This is an optimization exercise on Yosys and OpenROAD, whose aim is small area, a short achievable clock period and few clock cycles per item, not a production implementation. Where RTL was checked, it was by simulation tests only, not by an equivalence proof against the original. Function not checked in runs 1 and 2: the RTL went through the layout flow alone. No activity file was given, so power comes from the tool's default toggle rates.

## run.sh

```bash
#!/bin/bash
# synth_recipe.tcl (not shown) runs the flow's synth.tcl, then flattens the netlist and writes it again
# the make line also repeats each setting of config.mk as NAME=value (left out here)
make -C /OpenROAD-flow-scripts/flow DESIGN_CONFIG=/design/flow/config.mk WORK_HOME=/design/flow/orfs CLKGATE_MAP_FILE= SYNTH_SCRIPT=/design/flow/synth_recipe.tcl finish
```

## config.mk

```make
export PLATFORM = sky130hd
export DESIGN_NAME = trimmed_mean_ph_converter
export DESIGN_NICKNAME = trimmed_mean_ph_converter
export VERILOG_FILES = /design/flow/design.v
export SDC_FILE = /design/flow/constraint.sdc
export NUM_CORES = 4
export LEC_CHECK = 0
export CAP_MARGIN = 20
export CORE_MARGIN = 2
export CORE_UTILIZATION = 40
export SETUP_SLACK_MARGIN = 5
export SLEW_MARGIN = 20
```

## constraint.sdc

```tcl
create_clock -name core_clock -period 8.0 [get_ports {i_clk}]
set_input_delay 1.6000 -clock core_clock [delete_from_list [all_inputs] [get_ports {i_clk}]]
set_output_delay 1.6000 -clock core_clock [all_outputs]
set_load 0.01 [all_outputs]
```

## design.v

```verilog
package tmpc_pkg;
    localparam int DEF_WINDOW      = 10;
    localparam int DEF_DROP        = 2;
    localparam int DEF_SAMPLE_BITS = 12;
    localparam int OFFSET_W   = 17;
    localparam int GAIN_W     = 20;
    localparam int PH_W       = 18;
    localparam int TSUM_W     = 15;
    localparam int CFG_IDX_W  = 2;
    localparam int CFG_DATA_W = 20;
    localparam logic [CFG_IDX_W-1:0] REG_OFFSET = 2'd0;
    localparam logic [CFG_IDX_W-1:0] REG_GAIN   = 2'd1;
    localparam logic signed [OFFSET_W-1:0] OFFSET_RESET = 17'sd21340;
    localparam logic [GAIN_W-1:0]          GAIN_RESET   = 20'd304000;
endpackage
import tmpc_pkg::*;
module tmpc_ctrl
#(
    parameter int WINDOW      = DEF_WINDOW,
    parameter int DROP        = DEF_DROP,
    parameter int SAMPLE_BITS = DEF_SAMPLE_BITS
) (
    input  logic                   i_clk,
    input  logic                   i_rst_n,
    input  logic                   i_start,
    input  logic [SAMPLE_BITS-1:0] i_sample,
    output logic                   o_busy,
    output logic [SAMPLE_BITS-1:0] o_x,         
    output logic                   o_xv,        
    output logic                   o_first,     
    output logic                   o_pop_ok,    
    output logic                   o_pfirst,    
    output logic                   o_last       
);
    localparam int FILL_W = $clog2(WINDOW);
    logic [FILL_W-1:0] r_cnt;
    assign o_busy = 1'b0;
    always_ff @(posedge i_clk) begin
        o_x <= i_sample;
        if (!i_rst_n) begin
            o_xv <= 1'b0;
        end else begin
            o_xv <= i_start;
        end
    end
    assign o_first  = (r_cnt == '0);
    assign o_pop_ok = (r_cnt >= FILL_W'(DROP));
    assign o_pfirst = (r_cnt == FILL_W'(DROP));
    assign o_last   = (r_cnt == FILL_W'(WINDOW - 1));
    always_ff @(posedge i_clk) begin
        if (!i_rst_n) begin
            r_cnt <= '0;
        end else if (o_xv) begin
            r_cnt <= o_last ? '0 : r_cnt + 1'b1;
        end
    end
endmodule
import tmpc_pkg::*;
module tmpc_dp
#(
    parameter int SAMPLE_BITS = DEF_SAMPLE_BITS
) (
    input  logic                         i_clk,
    input  logic                         i_rst_n,
    input  logic [SAMPLE_BITS-1:0]       i_x,
    input  logic                         i_xv,
    input  logic                         i_first,
    input  logic                         i_pop_ok,
    input  logic                         i_pfirst,
    input  logic                         i_last,
    input  logic                         i_cfg_wr,
    input  logic [CFG_IDX_W-1:0]         i_cfg_index,
    input  logic [CFG_DATA_W-1:0]        i_cfg_data,
    output logic                         o_valid,
    output logic signed [PH_W-1:0]       o_ph_milli,
    output logic [TSUM_W-1:0]            o_trimmed_sum
);
    localparam int SB  = SAMPLE_BITS;
    localparam int AW  = TSUM_W;           
    localparam int XW  = GAIN_W + 3;       
    localparam int PW  = XW - 2;           
    logic [SB-1:0] r_m1, r_m2;             
    logic          w_lt1, w_lt2;
    logic [SB-1:0] r_p;
    logic          r_pv, r_pfirst, r_plast;
    assign w_lt1 = i_x < r_m1;
    assign w_lt2 = i_x < r_m2;
    always_ff @(posedge i_clk) begin
        if (i_xv) begin
            if (i_first) begin
                r_m1 <= i_x;
                r_m2 <= '1;
            end else begin
                r_m1 <= w_lt1 ? i_x : r_m1;
                r_m2 <= w_lt1 ? r_m1 : (w_lt2 ? i_x : r_m2);
            end
        end
    end
    always_ff @(posedge i_clk) begin
        r_p <= w_lt2 ? r_m2 : i_x;
    end
    always_ff @(posedge i_clk) begin
        if (!i_rst_n) begin
            r_pv     <= 1'b0;
            r_pfirst <= 1'b0;
            r_plast  <= 1'b0;
        end else begin
            r_pv     <= i_xv && i_pop_ok;
            r_pfirst <= i_xv && i_pfirst;
            r_plast  <= i_xv && i_last;
        end
    end
    logic [SB-1:0] r_x1, r_x2;             
    logic          w_gt1, w_gt2;
    logic [AW-1:0] r_acc;
    logic [AW-1:0] w_add;
    logic          r_sub1, r_sub2, r_done;
    assign w_gt1 = r_p > r_x1;
    assign w_gt2 = r_p > r_x2;
    always_ff @(posedge i_clk) begin
        if (r_pv) begin
            if (r_pfirst) begin
                r_x1 <= r_p;
                r_x2 <= '0;
            end else begin
                r_x1 <= w_gt1 ? r_p : r_x1;
                r_x2 <= w_gt1 ? r_x1 : (w_gt2 ? r_p : r_x2);
            end
        end
    end
    always_comb begin
        if (r_sub1) begin
            w_add = ~{{(AW-SB){1'b0}}, r_x1};
        end else if (r_sub2) begin
            w_add = ~{{(AW-SB){1'b0}}, r_x2};
        end else begin
            w_add = {{(AW-SB){1'b0}}, r_p};
        end
    end
    always_ff @(posedge i_clk) begin
        if (r_pv || r_sub1 || r_sub2) begin
            r_acc <= (r_pfirst ? '0 : r_acc) + w_add + AW'(r_sub1 | r_sub2);
        end
    end
    always_ff @(posedge i_clk) begin
        if (!i_rst_n) begin
            r_sub1 <= 1'b0;
            r_sub2 <= 1'b0;
            r_done <= 1'b0;
        end else begin
            r_sub1 <= r_pv && r_plast;
            r_sub2 <= r_sub1;
            r_done <= r_sub2;
        end
    end
    logic signed [OFFSET_W-1:0] r_offset;
    logic [GAIN_W-1:0]          r_gain;
    always_ff @(posedge i_clk) begin
        if (!i_rst_n) begin
            r_offset <= OFFSET_RESET;
            r_gain   <= GAIN_RESET;
        end else if (i_cfg_wr) begin
            if (i_cfg_index == REG_OFFSET) r_offset <= $signed(i_cfg_data[OFFSET_W-1:0]);
            if (i_cfg_index == REG_GAIN)   r_gain   <= i_cfg_data[GAIN_W-1:0];
        end
    end
    logic [AW-1:0]   r_sum;
    logic [3:0]      r_step;               
    logic            r_neg, r_one, r_two, r_zp, r_off;
    logic            r_valid;
    logic signed [XW-1:0] r_w;
    logic [2:0]      w_dig;
    logic [AW+1:0]   w_sx;                 
    assign w_sx = {1'b0, r_sum, 1'b0};
    always_comb begin
        w_dig = 3'b000;
        if (r_done) begin
            w_dig = {r_acc[1], r_acc[0], 1'b0};
        end else begin
            case (r_step)
                4'd1: w_dig = w_sx[4:2];
                4'd2: w_dig = w_sx[6:4];
                4'd3: w_dig = w_sx[8:6];
                4'd4: w_dig = w_sx[10:8];
                4'd5: w_dig = w_sx[12:10];
                4'd6: w_dig = w_sx[14:12];
                4'd7: w_dig = w_sx[16:14];
                default: w_dig = 3'b000;
            endcase
        end
    end
    always_ff @(posedge i_clk) begin
        if (!i_rst_n) begin
            r_step  <= 4'd0;
            r_valid <= 1'b0;
        end else begin
            r_step  <= r_done ? 4'd1 :
                       ((r_step != 4'd0 && r_step != 4'd9) ? r_step + 4'd1 : 4'd0);
            r_valid <= (r_step == 4'd9);
        end
    end
    always_ff @(posedge i_clk) begin
        r_neg <= w_dig[2] & ~(w_dig[1] & w_dig[0]);
        r_one <= w_dig[1] ^ w_dig[0];
        r_two <= (w_dig[2] & ~w_dig[1] & ~w_dig[0]) | (~w_dig[2] & w_dig[1] & w_dig[0]);
        r_zp  <= r_done;
        r_off <= (r_step == 4'd8);
    end
    always_ff @(posedge i_clk) begin
        if (r_done) begin
            r_sum <= r_acc;
        end
    end
    logic signed [PW-1:0] w_p;
    logic signed [XW-1:0] w_a, w_b, w_s;
    logic                 w_sat;
    always_comb begin
        w_p   = r_w[XW-1:2] ^ {PW{r_off}};
        w_a   = r_zp ? '0 : {{2{w_p[PW-1]}}, w_p};
        w_b   = ({XW{r_one}} & XW'({1'b0, r_gain})) |
                ({XW{r_two}} & XW'({1'b0, r_gain, 1'b0})) |
                ({XW{r_off}} & {{(XW-OFFSET_W){r_offset[OFFSET_W-1]}}, r_offset});
        w_b   = w_b ^ {XW{r_neg}};
        w_s   = w_a + w_b + XW'(r_neg | r_off);
        w_sat = r_off & w_s[XW-1] & ~(&w_s[XW-2:PH_W-1]);
    end
    always_ff @(posedge i_clk) begin
        r_w <= {w_s[XW-1:PH_W], w_s[PH_W-1] | w_sat, w_s[PH_W-2:0] & {(PH_W-1){~w_sat}}};
    end
    assign o_valid       = r_valid;
    assign o_ph_milli    = r_w[PH_W-1:0];
    assign o_trimmed_sum = r_sum;
endmodule
import tmpc_pkg::*;
module trimmed_mean_ph_converter
#(
    parameter int WINDOW      = DEF_WINDOW,
    parameter int DROP        = DEF_DROP,
    parameter int SAMPLE_BITS = DEF_SAMPLE_BITS
) (
    input  logic                   i_clk,
    input  logic                   i_rst_n,
    input  logic                   i_start,
    output logic                   o_busy,
    input  logic [SAMPLE_BITS-1:0] i_sample,
    output logic                   o_valid,
    output logic signed [PH_W-1:0] o_ph_milli,
    output logic [TSUM_W-1:0]      o_trimmed_sum,
    input  logic                   i_cfg_valid,
    output logic                   o_cfg_ready,
    input  logic [CFG_IDX_W-1:0]   i_cfg_index,
    input  logic [CFG_DATA_W-1:0]  i_cfg_data
);
    logic [SAMPLE_BITS-1:0] w_x;
    logic w_xv, w_first, w_pop_ok, w_pfirst, w_last;
    assign o_cfg_ready = 1'b1;
    tmpc_ctrl #(
        .WINDOW      (WINDOW),
        .DROP        (DROP),
        .SAMPLE_BITS (SAMPLE_BITS)
    ) u_ctrl (
        .i_clk    (i_clk),
        .i_rst_n  (i_rst_n),
        .i_start  (i_start),
        .i_sample (i_sample),
        .o_busy   (o_busy),
        .o_x      (w_x),
        .o_xv     (w_xv),
        .o_first  (w_first),
        .o_pop_ok (w_pop_ok),
        .o_pfirst (w_pfirst),
        .o_last   (w_last)
    );
    tmpc_dp #(
        .SAMPLE_BITS (SAMPLE_BITS)
    ) u_dp (
        .i_clk         (i_clk),
        .i_rst_n       (i_rst_n),
        .i_x           (w_x),
        .i_xv          (w_xv),
        .i_first       (w_first),
        .i_pop_ok      (w_pop_ok),
        .i_pfirst      (w_pfirst),
        .i_last        (w_last),
        .i_cfg_wr      (i_cfg_valid & o_cfg_ready),
        .i_cfg_index   (i_cfg_index),
        .i_cfg_data    (i_cfg_data),
        .o_valid       (o_valid),
        .o_ph_milli    (o_ph_milli),
        .o_trimmed_sum (o_trimmed_sum)
    );
endmodule
```

==> results of run 1 <==
## logic make-up after synthesis
family | after synthesis
buf+inv | 133
other cells | 2
xor+xnor | 77
compound gates | 218
flops | 183
mux | 40
simple gates | 321
fa+ha+maj | 89
## cells in the mapped netlist, types with 9 or more instances
library cell	n	area, sq um
nor2b_1	28	175
dfxtp_1	105	2100
a21o_1	16	120
nand2b_1	11	68.8
xnor2_1	59	517
nor2_1	66	248
nor3_2	10	100
nand3_1	22	110
edfxtp_1	78	2340
o21ai_0	38	190
a21oi_1	39	195
xor2_1	16	140
a21boi_0	28	210
mux2i_1	25	250
buf_4	21	158
nand2_1	125	469
o211ai_1	15	113
nor3_1	12	60.1
a222oi_1	18	180
inv_1	66	248
nand4_1	9	56.3
o21a_1	12	90.1
and2_1	9	56.3
clkbuf_1	35	131
ha_1	85	1060
mux2_2	15	169
## flip-flops by register name (all words and copies together), names as in the netlist, 4 cells and up
signal	cells
u_ctrl.o_x	12
u_dp.r_offset	17
u_dp.r_w	23
u_dp.r_p	12
u_dp.r_x2	12
u_dp.r_acc	15
u_dp.r_sum	15
u_ctrl.r_cnt	4
u_dp.r_step	4
u_dp.r_x1	12
u_dp.r_m2	12
u_dp.r_gain	20
u_dp.r_m1	12
## metal layers
metal | GRT usage | up-vias | wire length, microns | part of all wire
met4 | 0.0526 | 0 | 433 | 0.017
li1 | - | 3966 | - | -
met5 | 0 | - | 0 | 0
met1 | 0.232 | 3815 | 11500 | 0.45
met3 | 0.0315 | 29 | 938 | 0.037
met2 | 0.310 | 183 | 12700 | 0.50
## through the flow
| stage | total power (uW) | hold WS, ns | instance area [sq um] |
|---|---|---|---|
| 2_1_floorplan | 1620 | 0.418 | 10500 |
| 4_1_cts | 2740 | 0.448 | 12600 |
| 5_1_grt | 2930 | 0.459 | 13000 |
| 3_3_place_gp | 1780 | 0.424 | 11300 |
| 6_report | 2800 | 0.447 | 13000 |
| 3_5_place_dp | 1780 | 0.429 | 11300 |
## worst paths after layout
| kind | start | end | slack (ns) | cells past startpoint |
|---|---|---|---|---|
| worst max-delay path | u_dp.r_one | u_dp.r_w[2] | 4.55 | 14 |
| worst min-delay path | u_dp.r_acc[12] | u_dp.r_sum[12] | 0.45 | 0 |
| worst max register to register | u_dp.r_one | u_dp.r_w[2] | 4.55 | 14 |
| worst min register to register | u_dp.r_acc[12] | u_dp.r_sum[12] | 0.45 | 0 |
## power breakdown
| group | internal (uW) | switching (uW) |
|---|---|---|
| Combinational | 410 | 389 |
| Clock | 477 | 406 |
| Sequential | 1060 | 61.6 |
| Total | 1940 | 856 |
## what timing repair did
| item | 4_1_cts | 5_1_grt |
|---|---|---|
| gates resized for setup | 60 | 56 |
| gates cloned | 0 | 3 |
| endpoints found under the hold margin | 0 | 0 |
| pin swaps | 51 | 34 |
| setup buffers | 53 | 20 |
| endpoints found under the setup margin | 53 | 62 |
## cell type report
cell class                 count  area share
sequential                   183       0.344
multi-input combinational    748       0.443
clock inverter                15      0.0141
clock buffer                  17      0.0328
inverter                      66      0.0193
tap                          335      0.0323
timing repair buffer         155       0.115
==> impl_metrics.py, run 1 <==
metrics = {
    "run_status": {
        "status": "timing/DRC/antenna clean",
    },
    "clock_network": {
        "cts_hold_buffers": 0,
        "cts_max_level": 4,
        "cts_tree": "done",
        "clkLatencyLatePin_ns": 0.44,
        "clkSinkCount": 183,
        "numCtsBuffers": 17,
        "cts_max_path_buffers": 2,
        "clkTransAtPathRegs_ns": 0.07,
        "cts_root_buf": "clkbuf_16",
    },
    "synth": {
        "async_reset_ff_frac": 0,
        "synthXorXnorAreaFrac": 0.0660,
        "synth_top_family_by_area": "compound AO/OA/AOI/OAI gates",
        "synth_edf_count": 78,
        "synth.ff_latch_count": 183,
        "yosys.area_share.simple": 0.149,
        "synth-compound-area-share": 0.151,
        "synth_fa_ha_area_frac": 0.109,
        "syn_avg_cell_area_sq_um": 9.83,
        "synth.area.mux_share": 0.0401,
        "ys_seq_area_frac": 0.425,
        "synth_nets": 1190,
        "yosysWarnings": 2,
        "ys_types": 70,
        "synthFlopType": "dfxtp_1",
        "syn-instance-count": 1063,
        "syn_area_sq_mm": 0.0104,
    },
    "timing": {
        "worst_slew_pin_slew_ns": 0.912,
        "fin_ws_ns": 4.55,
        "tns_ns": 0,
        "slew_headroom": 0.391,
        "finalMaxSlewViolations": 0,
        "fin_crit_sh": 0.431,
        "rsz0062_at_grt": "yes",
        "setup-violations-final": 0,
        "fin_crit_ns": 3.45,
        "hold_viol_final": 0,
        "clock.fmax_mhz": 290,
        "skew_ns": 0.0108,
    },
    "layout": {
        "area_delta_synth_final_pct": 24.3,
        "diodes": 0,
        "final_cells": 1519,
        "multi_input_area_sq_mm": 0.00576,
        "final_core_util": 0.503,
        "drive_gt1_frac": 0.183,
        "seqCellArea_sq_mm": 0.00447,
        "nets": 1298,
        "fillers": 2339,
        "mostFrequentLayoutCell": "nand2_1",
        "final_cell_mix": "125 x nand2_1, 98 x dfxtp_1, 79 x ha_1",
    },
    "routing": {
        "drt-initial-drc-count": 604,
        "drc": 0,
        "ant_nets": 0,
        "wl_per_cell_microns": 16.8,
        "viasPerCell": 5.26,
        "num_vias": 7993,
        "first_pass_iters": 5,
        "wl_microns": 25500,
    },
    "worst_setup_path": {
        "start_kind": "register",
        "cp_cell_sequence": "a222oi_1 > xnor2_1 > ha_1 > nor2b_4 > o31a_1 > o211ai_1 > a21oi_2 > buf_6 > a2111oi_4 > buf_4 > nor3_4 > nor3_4 > clkbuf_16 > nor3_1",
        "arrival_ns": 3.78,
        "critPathSlowestCell": "dfxtp_4",
        "worst-setup-path-type": "register to register",
        "critPathBufInv": 3,
        "endpoint_kind": "register",
        "critical_path.most_common_cell": "nor3_4",
        "critPathTopFamily": "compound AO/OA/AOI/OAI gates",
        "worst-path-max-fanout": 8,
        "required_ns": 8.33,
        "critPathMaxStageDelay_ns": 0.40,
    },
    "die": {
        "die-area_sq_mm": 0.0274,
        "start_util": 0.404,
        "dieHeight_microns": 166,
        "io_pins": 74,
        "core_area_sq_mm": 0.0258,
        "rows": 59,
        "fp.dieW_microns": 166,
    },
    "flow_run": {
        "maxCapViolations": 0,
    },
    "placed_design": {
        "dp.cells": 1411,
        "routabilityCongestion": 0.925,
        "dp_hpwl_microns": 16800,
        "io_buffers": 71,
        "place_ws_ns": 3.50,
    },
    "grt": {
        "grt_pass1_wl_microns": 40300,
        "antenna_found_initial": 0,
        "grt_max_degree": 52,
        "grtUsageTotal": 0.180,
        "grt_pass1_vias": 7759,
        "grt-ovfl-total": 0,
    },
    "power_and_ir_drop": {
        "vdd_drop_max_uv": 174,
        "leakagePower_uw": 0.00532,
        "p_per_area_mw_per_mm2": 216,
    },
    "worst_hold_path": {
        "hold_path_class": "register to register",
    },
}
==> run 2: changes to the inputs <==
--- a/config.mk
+++ b/config.mk
@@ -8,5 +8,4 @@
 export CAP_MARGIN = 20
 export CORE_MARGIN = 2
 export CORE_UTILIZATION = 40
-export SETUP_SLACK_MARGIN = 5
 export SLEW_MARGIN = 20
==> impl_metrics.py, run 2 <==
metrics = {
    "die": {
        "dieHeight_microns": 166,
        "fp.dieW_microns": 166,
        "io_pins": 74,
        "rows": 59,
        "core_area_sq_mm": 0.0258,
        "start_util": 0.404,
        "die-area_sq_mm": 0.0274,
    },
    "synth": {
        "synth_edf_count": 78,
        "synth.top_cell.area_share": 0.224,
        "ys_types": 70,
        "yosys-top-cells-count": "125 x nand2_1, 105 x dfxtp_1, 85 x ha_1",
        "ys_seq_area_frac": 0.425,
        "syn_avg_cell_area_sq_um": 9.83,
        "synth.ff_latch_count": 183,
        "yosysMostFrequentCell": "nand2_1",
        "syn_area_sq_mm": 0.0104,
        "synthFlopType": "dfxtp_1",
        "synth_nets": 1190,
        "yosysWarnings": 2,
        "syn-instance-count": 1063,
        "synth_area_leaders": "edfxtp_1 22%, dfxtp_1 20%, ha_1 10%, xnor2_1 4.9%, nand2_1 4.5%",
        "synth_top_area_cell": "edfxtp_1",
        "async_reset_ff_frac": 0,
    },
    "power_and_ir_drop": {
        "vdd_drop_max_uv": 122,
        "swShare": 0.301,
        "netSwitchingPower_uw": 772,
        "leakagePower_uw": 0.00479,
        "seqPwrFrac": 0.435,
        "p_per_area_mw_per_mm2": 216,
        "clockPowerShare": 0.318,
        "power.internal_uw": 1790,
        "combPwrFrac": 0.247,
    },
    "grt": {
        "grt_max_degree": 52,
        "grt-ovfl-total": 0,
        "antenna_found_initial": 0,
        "grt_pass1_wl_microns": 36900,
        "grt_pass1_vias": 7274,
        "grtUsageTotal": 0.164,
    },
    "timing": {
        "finalMaxSlewViolations": 0,
        "tns_ns": 0,
        "fin_ws_ns": 3.70,
        "rsz0062_at_grt": "no",
        "clock.fmax_mhz": 233,
        "worst_slew_pin_slew_ns": 0.981,
        "fin_crit_ns": 4.30,
        "hold_viol_final": 0,
        "slew_headroom": 0.346,
        "setup-violations-final": 0,
        "skew_ns": 0.0127,
        "fin_crit_sh": 0.537,
    },
    "worst_setup_path": {
        "critical_path.most_common_cell": "fa_1",
        "critPathBufInv": 2,
        "endpoint_kind": "register",
        "required_ns": 8.30,
        "critPathMaxStageDelay_ns": 0.98,
        "start_kind": "register",
        "cp_cell_sequence": "a22oi_1 > xor2_1 > fa_1 > inv_1 > fa_1 > a211oi_1 > nor2_2 > o21ai_1 > a2111oi_2 > nor2_1 > o221ai_2 > nor3_2 > buf_6 > nor3_1",
        "worst-setup-path-type": "register to register",
        "critPathTopFamily": "compound AO/OA/AOI/OAI gates",
        "worst-path-max-fanout": 40,
        "arrival_ns": 4.59,
        "critPathSlowestCell": "dfxtp_2",
    },
    "layout": {
        "fillers": 2450,
        "diodes": 0,
        "area_delta_synth_final_pct": 13.8,
        "nets": 1225,
        "regMostFlops": "u_dp.r_w",
        "final_cell_mix": "125 x nand2_1, 104 x dfxtp_1, 85 x ha_1",
        "seqCellArea_sq_mm": 0.00445,
        "design_area_sq_mm": 0.0119,
        "drive_gt1_frac": 0.0783,
        "top_regs": "u_dp.r_w: 23 flops, u_dp.r_gain: 20 flops, u_dp.r_offset: 17 flops",
        "largest_reg_flops": 23,
        "mostFrequentLayoutCell": "nand2_1",
        "multi_input_area_sq_mm": 0.00541,
    },
    "worst_hold_path": {
        "hold_path_class": "register to register",
    },
    "placed_design": {
        "io_buffers": 71,
        "dp_hpwl_microns": 16500,
        "place_ws_ns": 3.49,
        "placed_area_sq_mm": 0.0113,
        "routabilityCongestion": 0.869,
    },
    "clock_network": {
        "cts_max_level": 4,
        "clkTransAtPathRegs_ns": 0.07,
        "cts_resized": 0,
        "clkSinkCount": 183,
        "cts_max_path_buffers": 2,
        "cts_tree": "done",
        "clkLatencyLatePin_ns": 0.44,
        "cts_root_buf": "clkbuf_16",
        "numCtsBuffers": 17,
        "cts_post_setup_buffers_inserted": 0,
        "cts_hold_buffers": 0,
    },
    "run_status": {
        "status": "timing/DRC/antenna clean",
    },
    "flow_run": {
        "maxCapViolations": 0,
    },
    "routing": {
        "drc": 0,
        "num_vias": 7559,
        "first_pass_iters": 7,
        "ant_nets": 0,
        "drt-initial-drc-count": 573,
        "wl_microns": 22300,
        "wl_per_cell_microns": 15.5,
        "viasPerCell": 5.23,
    },
}
==> run 2: cell count changes in the layout (fill, tap and decap cells not counted), moves of 7 or more <==
cell and delta:
o21ai_0 +7, buf_4 -53, clkdlybuf4s50_1 +12, buf_6 -13, dlymetal6s2s_1 -8, nor3_4 -8
==> run 2: final timing paths <==
check	startpoint	to	slack [ns]	depth (start not counted)
min reg2reg	u_dp.r_acc[13]	u_dp.r_sum[13]	0.44	0
min	u_dp.r_acc[13]	u_dp.r_sum[13]	0.44	0
max reg2reg	u_dp.r_off	u_dp.r_w[2]	3.70	14
max	u_dp.r_off	u_dp.r_w[2]	3.70	14
==> run 2: stage by stage <==
stage	utilization	instances	power, uW	hold slack, ns
floorplan	-	1063	1610	0.418
global placement	0.438	1413	1760	0.428
detailed placement	0.438	1413	1770	0.427
CTS	0.460	1445	2590	0.446
global route	0.460	1446	2700	0.464
finish	0.460	1446	2560	0.444
==> run 2: cells by family after synthesis <==
kind of cell | share of synthesized area
buffers and inverters | 0.0580
AOI/OAI and AO/OA | 0.151
muxes | 0.0401
and+or+nand+nor | 0.149
DFF | 0.425
other | 0.000719
adders and majority gates | 0.109
xor gates and xnor gates | 0.0660
==> run 2: cell type report <==
| cell class | count | area share |
|---|---|---|
| Clock inverter | 13 | 0.00884 |
| Inverter | 66 | 0.0208 |
| Clock buffer | 19 | 0.0390 |
| Sequential cell | 183 | 0.374 |
| Timing Repair Buffer | 83 | 0.0676 |
| Tap cell | 335 | 0.0352 |
| Multi-Input combinational cell | 747 | 0.455 |
==> run 2: power groups by stage <==
stage / registers [uW] / clock network (uW) / logic (uW)
after global placement: 1140 / 0 / 626
after global routing: 1130 / 876 / 701
after CTS: 1120 / 832 / 635
after floorplan: 1120 / 0 / 484
final: 1120 / 816 / 633
after detailed placement: 1140 / 0 / 631
==> run 2: routing by layer <==
layer | vias to the layer above | share of wire | global-route usage
li1 | 3814 | - | -
met1 | 3604 | 0.48 | 0.217
met2 | 123 | 0.48 | 0.277
met3 | 18 | 0.028 | 0.0275
met4 | 0 | 0.011 | 0.0450
met5 | - | 0 | 0
==> run 2: worst reg2reg max path: stages, from the launching register on <==
cell       delay (ns)
dfxtp_2          0.98
a22oi_1          0.19
xor2_1           0.24
fa_1             0.23
inv_1            0.06
fa_1             0.42
a211oi_1         0.29
nor2_2           0.13
o21ai_1          0.25
a2111oi_2        0.12
nor2_1           0.18
o221ai_2         0.22
nor3_2           0.58
buf_6            0.23
nor3_1           0.06
==> run 3: changes to the inputs <==
--- a/design.v
+++ b/design.v
@@ -139,7 +139,7 @@
     end
     always_ff @(posedge i_clk) begin
         if (r_pv || r_sub1 || r_sub2) begin
-            r_acc <= (r_pfirst ? '0 : r_acc) + w_add + AW'(r_sub1 | r_sub2);
+            r_acc <= (r_pfirst ? AW'(2) : r_acc) + w_add;
         end
     end
     always_ff @(posedge i_clk) begin
@@ -166,11 +166,14 @@
     end
     logic [AW-1:0]   r_sum;
     logic [3:0]      r_step;               
-    logic            r_neg, r_one, r_two, r_zp, r_off;
+    logic            r_off;
     logic            r_valid;
-    logic signed [XW-1:0] r_w;
+    logic signed [XW-1:0] r_w;             
+    logic signed [XW-1:0] r_b;             
     logic [2:0]      w_dig;
     logic [AW+1:0]   w_sx;                 
+    logic            w_neg, w_one, w_two, w_off;
+    logic signed [XW-1:0] w_bn;
     assign w_sx = {1'b0, r_sum, 1'b0};
     always_comb begin
         w_dig = 3'b000;
@@ -188,6 +191,14 @@
                 default: w_dig = 3'b000;
             endcase
         end
+        w_neg = ~w_dig[2] & (w_dig[1] | w_dig[0]);     
+        w_one = w_dig[1] ^ w_dig[0];
+        w_two = (w_dig[2] & ~w_dig[1] & ~w_dig[0]) | (~w_dig[2] & w_dig[1] & w_dig[0]);
+        w_off = (r_step == 4'd8);
+        w_bn  = ({XW{w_one}} & XW'({1'b0, r_gain})) |
+                ({XW{w_two}} & XW'({1'b0, r_gain, 1'b0})) |
+                ({XW{w_off}} & {{(XW-OFFSET_W){r_offset[OFFSET_W-1]}}, r_offset});
+        w_bn  = w_bn ^ {XW{w_neg}};
     end
     always_ff @(posedge i_clk) begin
         if (!i_rst_n) begin
@@ -200,32 +211,37 @@
         end
     end
     always_ff @(posedge i_clk) begin
-        r_neg <= w_dig[2] & ~(w_dig[1] & w_dig[0]);
-        r_one <= w_dig[1] ^ w_dig[0];
-        r_two <= (w_dig[2] & ~w_dig[1] & ~w_dig[0]) | (~w_dig[2] & w_dig[1] & w_dig[0]);
-        r_zp  <= r_done;
-        r_off <= (r_step == 4'd8);
+        r_b   <= w_bn;
+        r_off <= w_off;
     end
     always_ff @(posedge i_clk) begin
         if (r_done) begin
             r_sum <= r_acc;
         end
     end
+    logic [AW:0]          w_n;             
+    logic [AW+1:0]        w_x;             
+    logic [AW+1:0]        w_ax;            
     logic signed [PW-1:0] w_p;
-    logic signed [XW-1:0] w_a, w_b, w_s;
+    logic signed [XW-1:0] w_a, w_s;
     logic                 w_sat;
+    assign w_ax = {1'b0, r_acc, 1'b0};
     always_comb begin
-        w_p   = r_w[XW-1:2] ^ {PW{r_off}};
-        w_a   = r_zp ? '0 : {{2{w_p[PW-1]}}, w_p};
-        w_b   = ({XW{r_one}} & XW'({1'b0, r_gain})) |
-                ({XW{r_two}} & XW'({1'b0, r_gain, 1'b0})) |
-                ({XW{r_off}} & {{(XW-OFFSET_W){r_offset[OFFSET_W-1]}}, r_offset});
-        w_b   = w_b ^ {XW{r_neg}};
-        w_s   = w_a + w_b + XW'(r_neg | r_off);
+        for (int i = 0; i <= AW; i++) begin
+            w_n[i] = ((i % 2) == 0) ? (~w_ax[i+2] & (w_ax[i+1] | w_ax[i])) : 1'b0;
+        end
+        w_x   = (AW+2)'(w_n) + (AW+2)'(16'hFFFF);
+        w_p   = r_w[XW-1:2];
+        w_a   = {{2{w_p[PW-1]}}, w_p};
+        w_s   = w_a + r_b;
         w_sat = r_off & w_s[XW-1] & ~(&w_s[XW-2:PH_W-1]);
     end
     always_ff @(posedge i_clk) begin
-        r_w <= {w_s[XW-1:PH_W], w_s[PH_W-1] | w_sat, w_s[PH_W-2:0] & {(PH_W-1){~w_sat}}};
+        if (r_done) begin
+            r_w <= XW'({w_x, 2'b00});
+        end else begin
+            r_w <= {w_s[XW-1:PH_W], w_s[PH_W-1] | w_sat, w_s[PH_W-2:0] & {(PH_W-1){~w_sat}}};
+        end
     end
     assign o_valid       = r_valid;
     assign o_ph_milli    = r_w[PH_W-1:0];
--- a/config.mk
+++ b/config.mk
@@ -8,4 +8,5 @@
 export CAP_MARGIN = 20
 export CORE_MARGIN = 2
 export CORE_UTILIZATION = 40
+export SETUP_SLACK_MARGIN = 5
 export SLEW_MARGIN = 20
==> impl_metrics.py, run 3 <==
metrics = {
    "worst_setup_path": {
        "endpoint_kind": "output pin",
        "cp_cell_sequence": "clkdlybuf4s50_1",
        "critPathSlowestCell": "clkdlybuf4s50_1",
        "start_kind": "register",
        "worst-path-max-fanout": 1,
        "regToRegStartpoint": "u_dp.r_b[0]",
        "worst-setup-path-type": "register to output pin",
        "arrival_ns": 1.34,
        "startpoint": "u_dp.r_valid",
        "required_ns": 6.40,
        "r2r_setup_slack_ns": 5.10,
        "crit_end": "o_valid",
        "critPathMaxStageDelay_ns": 0.52,
        "critPathBufInv": 1,
        "critPathTopFamily": "buffers and inverters",
        "r2r_cells": 10,
        "timing.rr.end": "u_dp.r_w[4]",
        "worstSetupPathDepth": 1,
    },
    "routing": {
        "drt-initial-drc-count": 474,
        "dr_wl_met2_microns": 10200,
        "num_vias": 7683,
        "wl_met1_microns": 11400,
        "ant_nets": 0,
        "wl_per_cell_microns": 15.7,
        "viasPerCell": 5.26,
        "wl_microns": 23000,
        "route.met3.wl_microns": 1060,
        "drc": 0,
        "top_layer": "met4",
        "first_pass_iters": 6,
    },
    "layout": {
        "final_cell_mix": "119 x dfxtp_1, 116 x nand2_1, 85 x ha_1",
        "mostFrequentLayoutCell": "dfxtp_1",
        "diodes": 0,
        "final_cells": 1462,
        "top_regs": "u_dp.r_w: 23 flops, u_dp.r_b: 22 flops, u_dp.r_gain: 20 flops",
        "regMostFlops": "u_dp.r_w",
        "area_delta_synth_final_pct": 16.9,
        "drive_gt1_frac": 0.101,
        "nets": 1237,
        "largest_reg_flops": 23,
    },
    "worst_hold_path": {
        "worstHoldPathCells": 0,
        "hold_path_class": "register to register",
    },
    "synth": {
        "yosysWarnings": 2,
        "ys_types": 70,
        "syn_avg_cell_area_sq_um": 10.0,
        "synth_nets": 1194,
        "ys_seq_area_frac": 0.449,
        "syn_area_sq_mm": 0.0107,
        "synth_top_area_cell": "dfxtp_1",
        "async_reset_ff_frac": 0,
        "synth.ff_latch_count": 201,
        "yosysMostFrequentCell": "dfxtp_1",
        "yosys-top-cells-count": "123 x dfxtp_1, 117 x nand2_1, 88 x ha_1",
        "syn-instance-count": 1066,
        "synth.top_cell.area_share": 0.230,
        "synthFlopType": "dfxtp_1",
        "synth_area_leaders": "dfxtp_1 23%, edfxtp_1 22%, ha_1 10%, nand2_1 4.1%, xnor2_1 4.0%",
        "synth_edf_count": 78,
    },
    "timing": {
        "skew_ns": 0.0141,
        "tns_ns": 0,
        "hold_viol_final": 0,
        "clock.fmax_mhz": 340,
        "fin_crit_sh": 0.367,
        "rsz0062_at_grt": "no",
        "worst_slew_pin_slew_ns": 0.870,
        "finalMaxSlewViolations": 0,
        "setup-violations-final": 0,
        "fin_crit_ns": 2.94,
        "slew_headroom": 0.405,
    },
    "die": {
        "dieHeight_microns": 168,
        "die-area_sq_mm": 0.0281,
        "start_util": 0.409,
        "fp.dieW_microns": 168,
        "core_area_sq_mm": 0.0262,
        "io_pins": 74,
        "rows": 59,
    },
    "clock_network": {
        "clkLatencyLatePin_ns": 0.52,
        "numCtsBuffers": 24,
        "cts_max_path_buffers": 3,
        "cts_max_level": 1,
        "clkTransAtPathRegs_ns": 0.06,
        "clkSinkCount": 201,
        "cts_tree": "done",
        "cts_root_buf": "clkbuf_16",
        "cts_hold_buffers": 0,
    },
    "run_status": {
        "status": "timing/DRC/antenna clean",
    },
    "power_and_ir_drop": {
        "vdd_drop_max_uv": 172,
        "leakagePower_uw": 0.00510,
        "p_per_area_mw_per_mm2": 194,
    },
    "flow_run": {
        "maxCapViolations": 0,
    },
    "placed_design": {
        "dp_hpwl_microns": 16500,
        "dp.cells": 1409,
        "routabilityCongestion": 0.842,
        "io_buffers": 71,
    },
    "grt": {
        "antenna_found_initial": 0,
        "grt_pass1_vias": 7328,
        "grt-ovfl-total": 0,
        "grtUsageTotal": 0.162,
        "grt_pass1_wl_microns": 37500,
        "grt_max_degree": 54,
    },
}
[run 3: changes by cell type after synthesis, sizes merged, moves of 5 or more]
cell,before,now
a211oi,6,28
a21o,16,26
a21oi,39,49
a22o,2,7
dfxtp,105,123
inv,66,56
mux2i,25,19
nand2,125,117
nand3,22,31
nor2,68,50
nor2b,28,34
nor3,22,10
o21ai,40,31
xnor2,61,49
[run 3: report_power, final]
group	leakage [uW]	total [uW]	switching, uW	internal, uW
clock	0.000405	1100	426	674
combinational	0.00300	205	104	101
sequential	0.00170	1120	24.3	1100
[run 3: layout make-up]
type                    instances  area [sq um]
repair buffers                 86           788
inverters                      56           210
clock buffers                  30           686
clock inverters                14           138
fillers                      2484         13700
well taps                     335           419
multi-input cells             740          5460
flip-flops and latches        201          4810
[run 3: how the worst min path moves through the flow]
stage,from,slack [ns],end
CTS,u_dp.r_offset[10],0.47,u_dp.r_offset[10]
floorplan,u_dp.r_p[0],0.43,u_dp.r_x1[0]
global route,u_dp.r_p[0],0.46,u_dp.r_x1[0]
finish,u_dp.r_p[0],0.45,u_dp.r_x1[0]
detailed placement,u_dp.r_offset[10],0.46,u_dp.r_offset[10]
global placement,u_dp.r_offset[14],0.45,u_dp.r_offset[14]
[run 3: metrics by stage]
stage	util	setup WS (ns)	hold WS, ns	total power (uW)	area (sq um)
2_1_floorplan	-	5.02	0.429	1280	10700
3_3_place_gp	0.441	4.51	0.448	1340	11500
3_5_place_dp	0.441	4.40	0.460	1340	11500
4_1_cts	0.474	5.00	0.468	2460	12400
5_1_grt	0.478	4.98	0.458	2530	12500
6_report	0.478	5.06	0.451	2430	12500
[run 3: layer usage]
layer / global-route usage / up-vias
met3: 0.0236 / 28
met4: 0.0352 / 0
met1: 0.238 / 3580
met5: 0 / -
met2: 0.255 / 157
li1: - / 3918
[run 3: logic make-up after synthesis]
logic type / after synthesis / synth area share
buf+inv: 125 / 0.0526
mux: 32 / 0.0318
compound gates: 254 / 0.174
simple gates: 299 / 0.135
xor+xnor: 63 / 0.0515
fa+ha+maj: 90 / 0.107
other cells: 2 / 0.000701
flops: 201 / 0.449
[run 3: what timing repair did]
action / 4_1_cts / 5_1_grt
endpoints found under the hold margin: 0 / 0
setup buffers: 3 / 6
setup endpoints to repair: 95 / 45
resized for setup: 48 / 13
pin swaps: 2 / 6
Testbench counts of run 3, summed over its fixed seeds: cycles 16,272, windows 1,600.
==> run 4: changes to the inputs <==
==> flow/run.sh (new file) <==
#!/bin/bash
# Standard ORFS flow; port buffers are sky130_fd_sc_hd__buf_2; repair aims for 5 ns setup margin.
set -euo pipefail
export BUFFER_PORTS_ARGS="-buffer_cell sky130_fd_sc_hd__buf_2"
bash standard.sh SETUP_SLACK_MARGIN=5 finish > make_finish.log 2>&1
==> standard.sh (new file) <==
#!/bin/bash
# synth_recipe.tcl (not shown) runs the flow's synth.tcl, then flattens the netlist and writes it again
# the make line also repeats each setting of config.mk as NAME=value (left out here)
make -C /OpenROAD-flow-scripts/flow DESIGN_CONFIG=/design/flow/config.mk WORK_HOME=/design/flow/orfs CLKGATE_MAP_FILE= SYNTH_SCRIPT=/design/flow/synth_recipe.tcl "${@:-finish}"
--- a/config.mk
+++ b/config.mk
@@ -8,5 +8,4 @@
 export CAP_MARGIN = 20
 export CORE_MARGIN = 2
 export CORE_UTILIZATION = 40
-export SETUP_SLACK_MARGIN = 5
 export SLEW_MARGIN = 20
removed: run.sh
==> impl_metrics.py, run 4 <==
metrics = {
    "placed_design": {
        "routabilityCongestion": 0.829,
        "place_ws_ns": 4.41,
        "dp_hpwl_microns": 16500,
        "io_buffers": 71,
    },
    "power_and_ir_drop": {
        "finalPower_uw": 2360,
        "swShare": 0.229,
        "combPwrFrac": 0.083,
        "p_per_area_mw_per_mm2": 193,
        "power.internal_uw": 1820,
        "clockPowerShare": 0.442,
        "netSwitchingPower_uw": 539,
        "leakagePower_uw": 0.00509,
        "vdd_drop_max_uv": 168,
        "seqPwrFrac": 0.475,
    },
    "clock_network": {
        "cts_hold_buffers": 0,
        "clkSinkCount": 201,
        "clkLatencyLatePin_ns": 0.51,
        "clkTransAtPathRegs_ns": 0.06,
        "cts_max_path_buffers": 3,
        "numCtsBuffers": 24,
        "cts_tree": "done",
        "cts_root_buf": "clkbuf_16",
        "cts_max_level": 1,
    },
    "routing": {
        "first_pass_iters": 7,
        "drc": 0,
        "num_vias": 7757,
        "wl_per_cell_microns": 15.7,
        "viasPerCell": 5.28,
        "drt-initial-drc-count": 432,
        "ant_nets": 0,
        "wl_microns": 23000,
    },
    "timing": {
        "clock.fmax_mhz": 350,
        "fin_crit_sh": 0.357,
        "worst_slew_pin_slew_ns": 0.844,
        "slew_headroom": 0.438,
        "tns_ns": 0,
        "skew_ns": 0.00915,
        "fin_crit_ns": 2.86,
        "fin_ws_ns": 5.14,
        "hold_viol_final": 0,
        "rsz0062_at_grt": "no",
        "setup-violations-final": 0,
        "finalMaxSlewViolations": 0,
    },
    "synth": {
        "synth_area_leaders": "dfxtp_1 23%, edfxtp_1 22%, ha_1 10%, nand2_1 4.1%, xnor2_1 4.0%",
        "yosysMostFrequentCell": "dfxtp_1",
        "synth_edf_count": 78,
        "ys_types": 70,
        "synth_nets": 1194,
        "synth.top_cell.area_share": 0.230,
        "syn_avg_cell_area_sq_um": 10.0,
        "synth.ff_latch_count": 201,
        "syn_area_sq_mm": 0.0107,
        "synth_top_area_cell": "dfxtp_1",
        "async_reset_ff_frac": 0,
        "syn-instance-count": 1066,
        "synthFlopType": "dfxtp_1",
        "yosys-top-cells-count": "123 x dfxtp_1, 117 x nand2_1, 88 x ha_1",
        "yosysWarnings": 2,
        "ys_seq_area_frac": 0.449,
    },
    "layout": {
        "top_regs": "u_dp.r_w: 23 flops, u_dp.r_b: 22 flops, u_dp.r_gain: 20 flops",
        "final_cell_mix": "119 x dfxtp_1, 116 x nand2_1, 86 x ha_1",
        "area_delta_synth_final_pct": 14.1,
        "diodes": 0,
        "drive_gt1_frac": 0.171,
        "final_core_util": 0.466,
        "fillers": 2476,
        "mostFrequentLayoutCell": "dfxtp_1",
        "largest_reg_flops": 23,
        "regMostFlops": "u_dp.r_w",
        "nets": 1243,
    },
    "worst_setup_path": {
        "worst-setup-path-type": "register to register",
        "critPathBufInv": 1,
        "endpoint_kind": "register",
        "critical_path.most_common_cell": "a21o_1",
        "arrival_ns": 3.29,
        "critPathSlowestCell": "o311a_4",
        "critPathTopFamily": "compound AO/OA/AOI/OAI gates",
        "critPathMaxStageDelay_ns": 0.48,
        "startpoint": "u_dp.r_b[18]",
        "worstSetupPathDepth": 10,
        "timing.rr.end": "u_dp.r_w[6]",
        "required_ns": 8.43,
        "regToRegStartpoint": "u_dp.r_b[18]",
        "worst-path-max-fanout": 8,
        "r2r_setup_slack_ns": 5.14,
        "cp_cell_sequence": "ha_1 > a21o_1 > a21o_1 > a21oi_2 > mux2i_1 > nand4b_1 > nand3b_1 > o311a_4 > buf_6 > a211oi_2",
        "r2r_cells": 10,
        "crit_end": "u_dp.r_w[6]",
        "start_kind": "register",
    },
    "die": {
        "dieHeight_microns": 168,
        "rows": 59,
        "die-area_sq_mm": 0.0281,
        "start_util": 0.409,
        "fp.dieW_microns": 168,
        "core_area_sq_mm": 0.0262,
        "io_pins": 74,
    },
    "flow_run": {
        "maxCapViolations": 0,
    },
    "grt": {
        "grt-ovfl-total": 0,
        "grt_pass1_wl_microns": 36900,
        "grt_max_degree": 54,
        "grtUsageTotal": 0.159,
        "antenna_found_initial": 0,
        "grt_pass1_vias": 7197,
    },
    "run_status": {
        "status": "timing/DRC/antenna clean",
    },
    "worst_hold_path": {
        "hold_path_class": "register to register",
    },
}
-- run 4: cell types whose count changed in the layout (fill, tap and decap cells not counted), moves of 3 or more --
cell             change
buf_4                +6
buf_2               +71
clkbuf_8             +4
dlygate4sd2_1       -31
clkdlybuf4s50_1     -40
clkinv_1             -3
clkbuf_1             +4
-- run 4: worst min path at each step --
stage               cells after the start              start  slack [ns]           endpoint
floorplan                               0        u_dp.r_p[0]        0.43       u_dp.r_x1[0]
detailed placement                      2  u_dp.r_offset[14]        0.45  u_dp.r_offset[14]
finish                                  0        u_dp.r_p[0]        0.45       u_dp.r_x1[0]
global route                            0        u_dp.r_p[0]        0.46       u_dp.r_x1[0]
global placement                        0        u_dp.r_p[0]        0.45       u_dp.r_x1[0]
CTS                                     2   u_dp.r_offset[7]        0.47   u_dp.r_offset[7]
-- run 4: metal layers --
metal  share of wire  wire [microns]  track usage  vias to the layer above
li1                -               -            -                     3920
met1            0.51           11600        0.236                     3653
met5               0               0            0                        -
met3           0.042             957       0.0253                       30
met2            0.43            9900        0.244                      154
met4           0.021             488       0.0389                        0
-- run 4: layout make-up --
cell class                 instances  area [sq um]  share of cell area
multi-input combinational        740          5480               0.449
clock buffer                      38           738              0.0604
clock inverter                     6          35.0             0.00287
inverter                          56           210              0.0172
timing repair buffer              92           517              0.0423
tap                              335           419              0.0343
sequential                       201          4810               0.394
-- run 4: per-stage QoR --
step / instance area, sq um / instances / hold WS [ns]
after floorplan: 10700 / 1066 / 0.429
after global placement: 11200 / 1409 / 0.449
after detailed placement: 11200 / 1409 / 0.455
after CTS: 12000 / 1454 / 0.467
after global routing: 12200 / 1468 / 0.461
final: 12200 / 1468 / 0.449
-- run 4: cells by family after synthesis --
family          share of synthesized area
mux                                0.0318
xor+xnor                           0.0515
simple gates                        0.135
fa+ha+maj                           0.107
other cells                      0.000701
compound gates                      0.174
buf+inv                            0.0526
flops                               0.449
-- run 4: repair_timing --
| action | CTS | global route |
|---|---|---|
| setup endpoints to repair | 52 | 63 |
| pin swaps | 1 | 11 |
| gates resized for setup | 15 | 20 |
| setup buffers | 1 | 14 |
-- run 4: power groups by stage --
stage	combinational, uW	clock [uW]	sequential, uW
2_1_floorplan	149	0	1130
3_3_place_gp	190	0	1140
3_5_place_dp	192	0	1140
4_1_cts	195	1070	1120
5_1_grt	224	1110	1120
6_report	196	1040	1120
==> run 5: changes to the inputs <==
==> flow/run.sh (replaced) <==
#!/bin/bash
# Standard ORFS flow; port buffers are sky130_fd_sc_hd__buf_2; repair aims for 5 ns setup margin;
# clock tree from clkbuf_8 clusters of up to 20 sinks, without dummy loads.
set -euo pipefail
export BUFFER_PORTS_ARGS="-buffer_cell sky130_fd_sc_hd__buf_2"
export CTS_ARGS="-sink_clustering_enable -repair_clock_nets -dont_use_dummy_load -sink_clustering_size 20 -sink_clustering_max_diameter 60 -buf_list sky130_fd_sc_hd__clkbuf_8"
bash standard.sh SETUP_SLACK_MARGIN=5 finish > make_finish.log 2>&1
==> impl_metrics.py, run 5 <==
metrics = {
    "power_and_ir_drop": {
        "vdd_drop_max_uv": 151,
        "p_per_area_mw_per_mm2": 157,
        "leakagePower_uw": 0.00487,
        "finalPower_uw": 1850,
    },
    "layout": {
        "mostFrequentLayoutCell": "dfxtp_1",
        "regMostFlops": "u_dp.r_w",
        "final_cells": 1447,
        "area_delta_synth_final_pct": 9.89,
        "largest_reg_flops": 23,
        "top_regs": "u_dp.r_w: 23 flops, u_dp.r_b: 22 flops, u_dp.r_gain: 20 flops",
        "diodes": 0,
        "drive_gt1_frac": 0.165,
        "final_cell_mix": "118 x dfxtp_1, 115 x nand2_1, 83 x ha_1",
        "nets": 1242,
        "design_area_sq_mm": 0.0118,
    },
    "synth": {
        "yosys-top-cells-count": "123 x dfxtp_1, 117 x nand2_1, 88 x ha_1",
        "yosysWarnings": 2,
        "synthFlopType": "dfxtp_1",
        "synth_edf_count": 78,
        "synth_nets": 1194,
        "synth.ff_latch_count": 201,
        "syn_area_sq_mm": 0.0107,
        "async_reset_ff_frac": 0,
        "synth_area_leaders": "dfxtp_1 23%, edfxtp_1 22%, ha_1 10%, nand2_1 4.1%, xnor2_1 4.0%",
        "ys_types": 70,
        "syn_avg_cell_area_sq_um": 10.0,
        "syn-instance-count": 1066,
        "synth_top_area_cell": "dfxtp_1",
        "yosysMostFrequentCell": "dfxtp_1",
        "ys_seq_area_frac": 0.449,
        "synth.top_cell.area_share": 0.230,
    },
    "timing": {
        "worst_slew_pin_slew_ns": 0.840,
        "skew_ns": 0.0294,
        "clock.fmax_mhz": 346,
        "hold_viol_final": 0,
        "slew_headroom": 0.440,
        "fin_crit_ns": 2.89,
        "fin_crit_sh": 0.361,
        "setup-violations-final": 0,
        "whs_ns": 0.450,
        "finalMaxSlewViolations": 0,
        "rsz0062_at_grt": "yes",
        "tns_ns": 0,
    },
    "die": {
        "dieHeight_microns": 168,
        "io_pins": 74,
        "core_area_sq_mm": 0.0262,
        "fp.dieW_microns": 168,
        "rows": 59,
        "start_util": 0.409,
        "die-area_sq_mm": 0.0281,
    },
    "clock_network": {
        "cts_max_path_buffers": 3,
        "cts_root_buf": "clkbuf_8",
        "clkLatencyLatePin_ns": 0.52,
        "numCtsBuffers": 19,
        "clkSinkCount": 201,
        "cts_max_level": 1,
        "cts_tree": "done",
        "clkTransAtPathRegs_ns": 0.09,
    },
    "worst_hold_path": {
        "hold_path_class": "register to register",
        "worstHoldPathCells": 0,
    },
    "grt": {
        "grtUsageTotal": 0.157,
        "grt_max_degree": 54,
        "grt-ovfl-total": 0,
        "antenna_found_initial": 0,
        "grt_pass1_wl_microns": 36400,
        "grt_pass1_vias": 7106,
    },
    "placed_design": {
        "dp_hpwl_microns": 16500,
        "routabilityCongestion": 0.829,
        "dp.cells": 1409,
        "io_buffers": 71,
        "placed_area_sq_mm": 0.0112,
    },
    "worst_setup_path": {
        "r2r_cells": 11,
        "endpoint_kind": "register",
        "critPathSlowestCell": "o311a_4",
        "arrival_ns": 3.33,
        "worst-setup-path-type": "register to register",
        "critPathMaxStageDelay_ns": 0.45,
        "required_ns": 8.44,
        "cp_cell_sequence": "ha_2 > fa_2 > a211oi_2 > o211ai_2 > nand3_1 > nand2_2 > a31oi_4 > nand3b_1 > o311a_4 > buf_4 > a211oi_4",
        "start_kind": "register",
        "worst-path-max-fanout": 7,
    },
    "run_status": {
        "status": "timing/DRC/antenna clean",
    },
    "flow_run": {
        "maxCapViolations": 0,
    },
    "routing": {
        "drt-initial-drc-count": 350,
        "wl_microns": 22800,
        "viasPerCell": 5.30,
        "wl_per_cell_microns": 15.7,
        "num_vias": 7675,
        "ant_nets": 0,
        "first_pass_iters": 6,
        "drc": 0,
    },
}
-- run 5: layout make-up --
class | count | area, sq um
well taps | 335 | 419
clock buffers | 19 | 262
multi-input cells | 740 | 5520
repair buffers | 96 | 543
fillers | 2523 | 14400
flip-flops and latches | 201 | 4820
inverters | 56 | 210
-- run 5: routing by layer --
layer | part of all wire | GRT usage | up-vias
li1 | - | - | 3893
met1 | 0.50 | 0.234 | 3610
met2 | 0.44 | 0.243 | 147
met3 | 0.045 | 0.0222 | 25
met4 | 0.016 | 0.0314 | 0
met5 | 0 | 0 | -
-- run 5: repair_timing --
item | in CTS | in global routing
setup endpoints to repair | 60 | 63
setup buffers | 1 | 18
hold buffers | 0 | 0
gates resized for setup | 14 | 28
pin swaps | 0 | 11
-- run 5: worst max-delay path, delay by kind of cell (launching register included) --
kind	cells	cell delay (ns)
and+or+nand+nor	3	0.39
AOI/OAI and AO/OA	5	1.27
buffers and inverters	1	0.20
adders and majority gates	2	0.59
DFF	1	0.35
-- run 5: path summary, 6_finish.rpt --
kind,start,to,slack (ns)
setup reg to reg,u_dp.r_b[0],u_dp.r_w[12],5.11
hold reg to reg,u_dp.r_p[0],u_dp.r_x1[0],0.45
setup / recovery,u_dp.r_b[0],u_dp.r_w[12],5.11
hold / removal,u_dp.r_p[0],u_dp.r_x1[0],0.45
-- run 5: cells by family (layout without fill, tap and decap cells) --
group	Yosys count	count (layout)	synth area share
compound gates	254	254	0.174
xor+xnor	63	63	0.0515
fa+ha+maj	90	90	0.107
buf+inv	125	171	0.0526
flops	201	201	0.449
mux	32	32	0.0318
other cells	2	2	0.000701
simple gates	299	299	0.135
-- run 5: where the power goes --
part | internal [uW] | switching (uW) | total, uW
Clock | 213 | 323 | 536
Combinational | 92.6 | 105 | 197
Sequential | 1100 | 23.7 | 1120
Total | 1400 | 451 | 1850
-- run 5: per-stage QoR --
step / util / setup WS, ns
after floorplan: - / 5.02
after global placement: 0.427 / 4.50
after detailed placement: 0.427 / 4.41
after CTS: 0.439 / 5.01
after global routing: 0.449 / 4.97
final: 0.449 / 5.11
==> run 6: changes to the inputs <==
==> flow/run.sh (replaced) <==
#!/bin/bash
# Standard ORFS flow; port buffers are sky130_fd_sc_hd__buf_2; repair aims for 5 ns setup margin;
# custom clock tree options.
set -euo pipefail
export BUFFER_PORTS_ARGS="-buffer_cell sky130_fd_sc_hd__buf_2"
export CTS_ARGS="-sink_clustering_enable -repair_clock_nets -dont_use_dummy_load -sink_clustering_size 30 -sink_clustering_max_diameter 100 -buf_list sky130_fd_sc_hd__clkbuf_16 -distance_between_buffers 500 -branching_point_buffers_distance 500"
bash standard.sh SETUP_SLACK_MARGIN=5 finish > make_finish.log 2>&1
==> impl_metrics.py, run 6 <==
metrics = {
    "run_status": {
        "status": "timing/DRC/antenna clean",
    },
    "worst_setup_path": {
        "worst-setup-path-type": "register to register",
        "required_ns": 8.39,
        "arrival_ns": 3.25,
        "cp_cell_sequence": "ha_1 > fa_1 > a211oi_2 > o211ai_2 > nand3_1 > nand2_1 > a31oi_4 > nand3b_1 > o311a_4 > a211oi_1",
        "endpoint_kind": "register",
        "critPathMaxStageDelay_ns": 0.46,
        "start_kind": "register",
        "worst-path-max-fanout": 14,
        "critPathSlowestCell": "fa_1",
    },
    "layout": {
        "nets": 1223,
        "regMostFlops": "u_dp.r_w",
        "fillers": 2544,
        "final_cells": 1428,
        "diodes": 0,
        "seqCellArea_sq_mm": 0.00481,
        "mostFrequentLayoutCell": "dfxtp_1",
        "final_cell_mix": "119 x dfxtp_1, 116 x nand2_1, 86 x ha_1",
        "multi_input_area_sq_mm": 0.00547,
        "largest_reg_flops": 23,
        "area_delta_synth_final_pct": 8.77,
        "top_regs": "u_dp.r_w: 23 flops, u_dp.r_b: 22 flops, u_dp.r_gain: 20 flops",
        "drive_gt1_frac": 0.144,
    },
    "grt": {
        "grt_pass1_vias": 7089,
        "antenna_found_initial": 0,
        "grtUsageTotal": 0.158,
        "grt_max_degree": 54,
        "grt_pass1_wl_microns": 36500,
        "grt-ovfl-total": 0,
    },
    "placed_design": {
        "io_buffers": 71,
        "dp.cells": 1409,
        "dp_hpwl_microns": 16500,
        "routabilityCongestion": 0.829,
    },
    "synth": {
        "synth_top_family_by_area": "compound AO/OA/AOI/OAI gates",
        "ys_types": 70,
        "synth_area_leaders": "dfxtp_1 23%, edfxtp_1 22%, ha_1 10%, nand2_1 4.1%, xnor2_1 4.0%",
        "synth-compound-area-share": 0.174,
        "yosys.area_share.simple": 0.135,
        "ys_seq_area_frac": 0.449,
        "synth_edf_count": 78,
        "yosys-top-cells-count": "123 x dfxtp_1, 117 x nand2_1, 88 x ha_1",
        "synth_nets": 1194,
        "synth_fa_ha_area_frac": 0.107,
        "synthFlopType": "dfxtp_1",
        "syn_avg_cell_area_sq_um": 10.0,
        "synth.area.mux_share": 0.0318,
        "yosysWarnings": 2,
        "syn-instance-count": 1066,
        "synthXorXnorAreaFrac": 0.0515,
        "async_reset_ff_frac": 0,
        "synth.ff_latch_count": 201,
        "syn_area_sq_mm": 0.0107,
        "synth_top_area_cell": "dfxtp_1",
        "synth.top_cell.area_share": 0.230,
        "yosysMostFrequentCell": "dfxtp_1",
    },
    "timing": {
        "fin_crit_sh": 0.358,
        "tns_ns": 0,
        "skew_ns": 0.0630,
        "worst_slew_pin_slew_ns": 0.847,
        "fin_crit_ns": 2.87,
        "slew_headroom": 0.435,
        "setup-violations-final": 0,
        "hold_viol_final": 0,
        "finalMaxSlewViolations": 0,
        "clock.fmax_mhz": 349,
        "rsz0062_at_grt": "yes",
    },
    "clock_network": {
        "numCtsBuffers": 11,
        "cts_tree": "done",
        "cts_max_path_buffers": 3,
        "cts_hold_buffers": 0,
        "cts_max_level": 1,
        "clkLatencyLatePin_ns": 0.48,
        "cts_root_buf": "clkbuf_16",
        "clkSinkCount": 201,
        "clkTransAtPathRegs_ns": 0.11,
    },
    "die": {
        "fp.dieW_microns": 168,
        "core_area_sq_mm": 0.0262,
        "dieHeight_microns": 168,
        "start_util": 0.409,
        "rows": 59,
        "die-area_sq_mm": 0.0281,
        "io_pins": 74,
    },
    "power_and_ir_drop": {
        "p_per_area_mw_per_mm2": 161,
        "leakagePower_uw": 0.00481,
        "vdd_drop_max_uv": 152,
        "finalPower_uw": 1880,
    },
    "routing": {
        "wl_microns": 22500,
        "num_vias": 7626,
        "ant_nets": 0,
        "viasPerCell": 5.34,
        "wl_per_cell_microns": 15.8,
        "drc": 0,
        "first_pass_iters": 6,
        "drt-initial-drc-count": 390,
    },
    "worst_hold_path": {
        "hold_path_class": "register to register",
    },
    "flow_run": {
        "maxCapViolations": 0,
    },
}
[run 6: cell count changes in the layout (fill, tap and decap cells not counted), moves of 2 or more]
cell / before / now
buf_4: 25 / 14
clkbuf_16: 0 / 11
clkbuf_8: 19 / 0
ha_2: 4 / 2
ha_1: 83 / 86
[run 6: layout make-up]
cell class                      count  area share
Timing Repair Buffer               85      0.0395
Tap cell                          335      0.0360
Multi-Input combinational cell    740       0.470
Clock buffer                       11      0.0236
Inverter                           56      0.0180
Sequential cell                   201       0.413
[run 6: what timing repair did]
| item | in CTS | in global routing |
|---|---|---|
| endpoints found under the setup margin | 61 | 50 |
| resized for setup | 17 | 14 |
| setup buffers | 2 | 6 |
| pin swaps | 2 | 8 |
[run 6: where the power goes]
part	switching, uW	internal, uW
logic	105	91.4
clock network	312	248
registers	23.7	1100
total	441	1440
[run 6: metal layers]
layer | wire length [microns] | part of all wire | vias to the layer above | track usage
li1 | - | - | 3858 | -
met1 | 11500 | 0.51 | 3586 | 0.235
met2 | 9700 | 0.43 | 162 | 0.243
met3 | 974 | 0.043 | 20 | 0.0196
met4 | 383 | 0.017 | 0 | 0.0363
met5 | 0 | 0 | - | 0
[run 6: per-stage QoR]
stage	hold slack (ns)	instance area (sq um)	setup WS (ns)	util
after global placement	0.449	11200	4.50	0.427
after CTS	0.473	11500	5.04	0.441
after detailed placement	0.455	11200	4.41	0.427
after global routing	0.473	11700	4.92	0.445
final	0.461	11700	5.13	0.445
after floorplan	0.429	10700	5.02	-
[run 6: cell families (layout without fill, tap and decap cells)]
logic type      Yosys count  count (layout)
mux                      32              32
other cells               2               2
fa+ha+maj                90              90
xor+xnor                 63              63
flops                   201             201
compound gates          254             254
buf+inv                 125             152
simple gates            299             299
[run 6: final timing paths]
path / from / endpoint / cells past startpoint / slack (ns)
max reg2reg: u_dp.r_b[0] / u_dp.r_w[13] / 10 / 5.13
min: u_dp.r_p[0] / u_dp.r_x1[0] / 0 / 0.46
max: u_dp.r_b[0] / u_dp.r_w[13] / 10 / 5.13
min reg2reg: u_dp.r_p[0] / u_dp.r_x1[0] / 0 / 0.46
[run 6: critical path, delay by kind of cell, from the launching register on]
kind / cells / cell delay, ns
AO/OA/AOI/OAI: 5 / 1.32
adder cells (fa/ha/maj): 2 / 0.70
AND/OR/NAND/NOR: 3 / 0.40
flip-flops: 1 / 0.36
==> run 7: changes to the inputs <==
==> flow/run.sh (replaced) <==
#!/bin/bash
# Standard ORFS flow; port buffers are sky130_fd_sc_hd__buf_2; repair aims for 5 ns setup margin;
# clock tree from clkbuf_16 clusters of up to 30 sinks, no dummy loads.
set -euo pipefail
export BUFFER_PORTS_ARGS="-buffer_cell sky130_fd_sc_hd__buf_2"
export CTS_ARGS="-sink_clustering_enable -repair_clock_nets -dont_use_dummy_load -sink_clustering_size 30 -sink_clustering_max_diameter 100 -buf_list sky130_fd_sc_hd__clkbuf_16 -distance_between_buffers 500 -branching_point_buffers_distance 500"
bash standard.sh SETUP_SLACK_MARGIN=5 finish > make_finish.log 2>&1
==> impl_metrics.py, run 7 <==
metrics = {
    "power_and_ir_drop": {
        "leakagePower_uw": 0.00481,
        "vdd_drop_max_uv": 152,
        "finalPower_uw": 1880,
        "p_per_area_mw_per_mm2": 161,
    },
    "clock_network": {
        "numCtsBuffers": 11,
        "cts_max_level": 1,
        "clkTransAtPathRegs_ns": 0.11,
        "cts_max_path_buffers": 3,
        "cts_root_buf": "clkbuf_16",
        "clkLatencyLatePin_ns": 0.48,
        "cts_tree": "done",
        "clkSinkCount": 201,
    },
    "timing": {
        "whs_ns": 0.461,
        "setup-violations-final": 0,
        "skew_ns": 0.0630,
        "finalMaxSlewViolations": 0,
        "hold_viol_final": 0,
        "fin_crit_ns": 2.87,
        "slew_headroom": 0.435,
        "clock.fmax_mhz": 349,
        "tns_ns": 0,
        "worst_slew_pin_slew_ns": 0.847,
        "rsz0062_at_grt": "yes",
        "fin_crit_sh": 0.358,
    },
    "worst_hold_path": {
        "hold_path_class": "register to register",
        "worstHoldPathCells": 0,
        "min_to": "u_dp.r_x1[0]",
        "min_from": "u_dp.r_p[0]",
    },
    "placed_design": {
        "placed_area_sq_mm": 0.0112,
        "routabilityCongestion": 0.829,
        "io_buffers": 71,
        "dp_hpwl_microns": 16500,
    },
    "synth": {
        "yosysWarnings": 2,
        "yosysMostFrequentCell": "dfxtp_1",
        "synth_nets": 1194,
        "synth.ff_latch_count": 201,
        "syn_avg_cell_area_sq_um": 10.0,
        "syn-instance-count": 1066,
        "yosys-top-cells-count": "123 x dfxtp_1, 117 x nand2_1, 88 x ha_1",
        "syn_area_sq_mm": 0.0107,
        "synth_edf_count": 78,
        "synth_top_area_cell": "dfxtp_1",
        "async_reset_ff_frac": 0,
        "synthFlopType": "dfxtp_1",
        "synth_area_leaders": "dfxtp_1 23%, edfxtp_1 22%, ha_1 10%, nand2_1 4.1%, xnor2_1 4.0%",
        "synth.top_cell.area_share": 0.230,
        "ys_seq_area_frac": 0.449,
        "ys_types": 70,
    },
    "grt": {
        "grt_max_degree": 54,
        "antenna_found_initial": 0,
        "grt-ovfl-total": 0,
        "grt_pass1_vias": 7089,
        "grt_util_met2": 0.243,
        "grt_pass1_wl_microns": 36500,
        "use_met1": 0.235,
        "use_met3": 0.0196,
        "busiest_layer": "met2",
        "grtUsageTotal": 0.158,
    },
    "routing": {
        "first_pass_iters": 6,
        "drc": 0,
        "num_vias": 7626,
        "drt-initial-drc-count": 390,
        "wl_microns": 22500,
        "ant_nets": 0,
        "viasPerCell": 5.34,
        "wl_per_cell_microns": 15.8,
    },
    "layout": {
        "nets": 1223,
        "top_regs": "u_dp.r_w: 23 flops, u_dp.r_b: 22 flops, u_dp.r_gain: 20 flops",
        "diodes": 0,
        "final_core_util": 0.445,
        "regMostFlops": "u_dp.r_w",
        "fillers": 2544,
        "area_delta_synth_final_pct": 8.77,
        "drive_gt1_frac": 0.144,
        "design_area_sq_mm": 0.0117,
        "mostFrequentLayoutCell": "dfxtp_1",
        "largest_reg_flops": 23,
        "final_cell_mix": "119 x dfxtp_1, 116 x nand2_1, 86 x ha_1",
    },
    "die": {
        "core_area_sq_mm": 0.0262,
        "fp.dieW_microns": 168,
        "start_util": 0.409,
        "dieHeight_microns": 168,
        "io_pins": 74,
        "rows": 59,
        "die-area_sq_mm": 0.0281,
    },
    "run_status": {
        "status": "timing/DRC/antenna clean",
    },
    "worst_setup_path": {
        "critPathTopFamily": "compound AO/OA/AOI/OAI gates",
        "critPathBufInv": 0,
        "start_kind": "register",
        "critPathMaxStageDelay_ns": 0.46,
        "worst-path-max-fanout": 14,
        "endpoint_kind": "register",
        "regToRegStartpoint": "u_dp.r_b[0]",
        "arrival_ns": 3.25,
        "critPathSlowestCell": "fa_1",
        "required_ns": 8.39,
        "r2r_setup_slack_ns": 5.13,
        "r2r_cells": 10,
        "cp_cell_sequence": "ha_1 > fa_1 > a211oi_2 > o211ai_2 > nand3_1 > nand2_1 > a31oi_4 > nand3b_1 > o311a_4 > a211oi_1",
        "worst-setup-path-type": "register to register",
        "timing.rr.end": "u_dp.r_w[13]",
    },
    "flow_run": {
        "maxCapViolations": 0,
    },
}
## run 7: cell counts after synthesis
Identical to the previous run, type by type.
## run 7: cells by family (layout without fill, tap and decap cells)
logic type               Yosys count  in the layout  synth area share
buffers and inverters            125            152            0.0526
XOR/XNOR                          63             63            0.0515
AO/OA/AOI/OAI                    254            254             0.174
flip-flops                       201            201             0.449
AND/OR/NAND/NOR                  299            299             0.135
multiplexers                      32             32            0.0318
adder cells (fa/ha/maj)           90             90             0.107
other                              2              2          0.000701
## run 7: report_power, final
group	total [uW]	internal (uW)	switching, uW	leakage [uW]
Sequential	1120	1100	23.7	0.00170
Combinational	196	91.4	105	0.00297
Clock	560	248	312	0.000136
Total	1880	1440	441	0.00481
## run 7: area by class of cell
type | count | area [sq um] | share of cell area
multi-input cells | 740 | 5470 | 0.470
flip-flops and latches | 201 | 4810 | 0.413
repair buffers | 85 | 460 | 0.0395
well taps | 335 | 419 | 0.0360
clock buffers | 11 | 275 | 0.0236
inverters | 56 | 210 | 0.0180
## run 7: through the flow
stage / setup slack, ns / std cells
2_1_floorplan: 5.02 / 1066
3_3_place_gp: 4.50 / 1409
3_5_place_dp: 4.41 / 1409
4_1_cts: 5.04 / 1422
5_1_grt: 4.92 / 1428
6_report: 5.13 / 1428
## run 7: how the worst max path moves through the flow
stage | start | end | slack, ns | cells after the start
final | u_dp.r_b[0] | u_dp.r_w[13] | 5.13 | 10
after global routing | u_dp.r_b[0] | u_dp.r_w[7] | 4.92 | 10
after CTS | u_dp.r_x1[10] | u_dp.r_x2[0] | 5.04 | 8
after detailed placement | u_dp.r_x1[10] | u_dp.r_x2[1] | 4.41 | 8
after global placement | u_dp.r_x1[9] | u_dp.r_x2[1] | 4.50 | 8
after floorplan | u_dp.r_sub2 | u_dp.r_acc[14] | 5.02 | 14
## run 7: what timing repair did
| item | 4_1_cts | 5_1_grt |
|---|---|---|
| setup endpoints to repair | 61 | 50 |
| hold buffers | 0 | 0 |
| setup buffers | 2 | 6 |
| pin swaps | 2 | 8 |
| resized for setup | 17 | 14 |
## run 7: per-layer routing
metal / share of wire / routed length [microns]
met1: 0.51 / 11500
met2: 0.43 / 9700
met3: 0.043 / 974
met4: 0.017 / 383
met5: 0 / 0

Re-timed with assumed drivers on the ports (clkbuf_16 on the clock, buf_2 on other inputs), run 7 has 5.134 ns of setup slack against 5.134 ns with ideal ports, and 5.134 ns once port delays also move by the mid clock arrival of 0.495 ns.
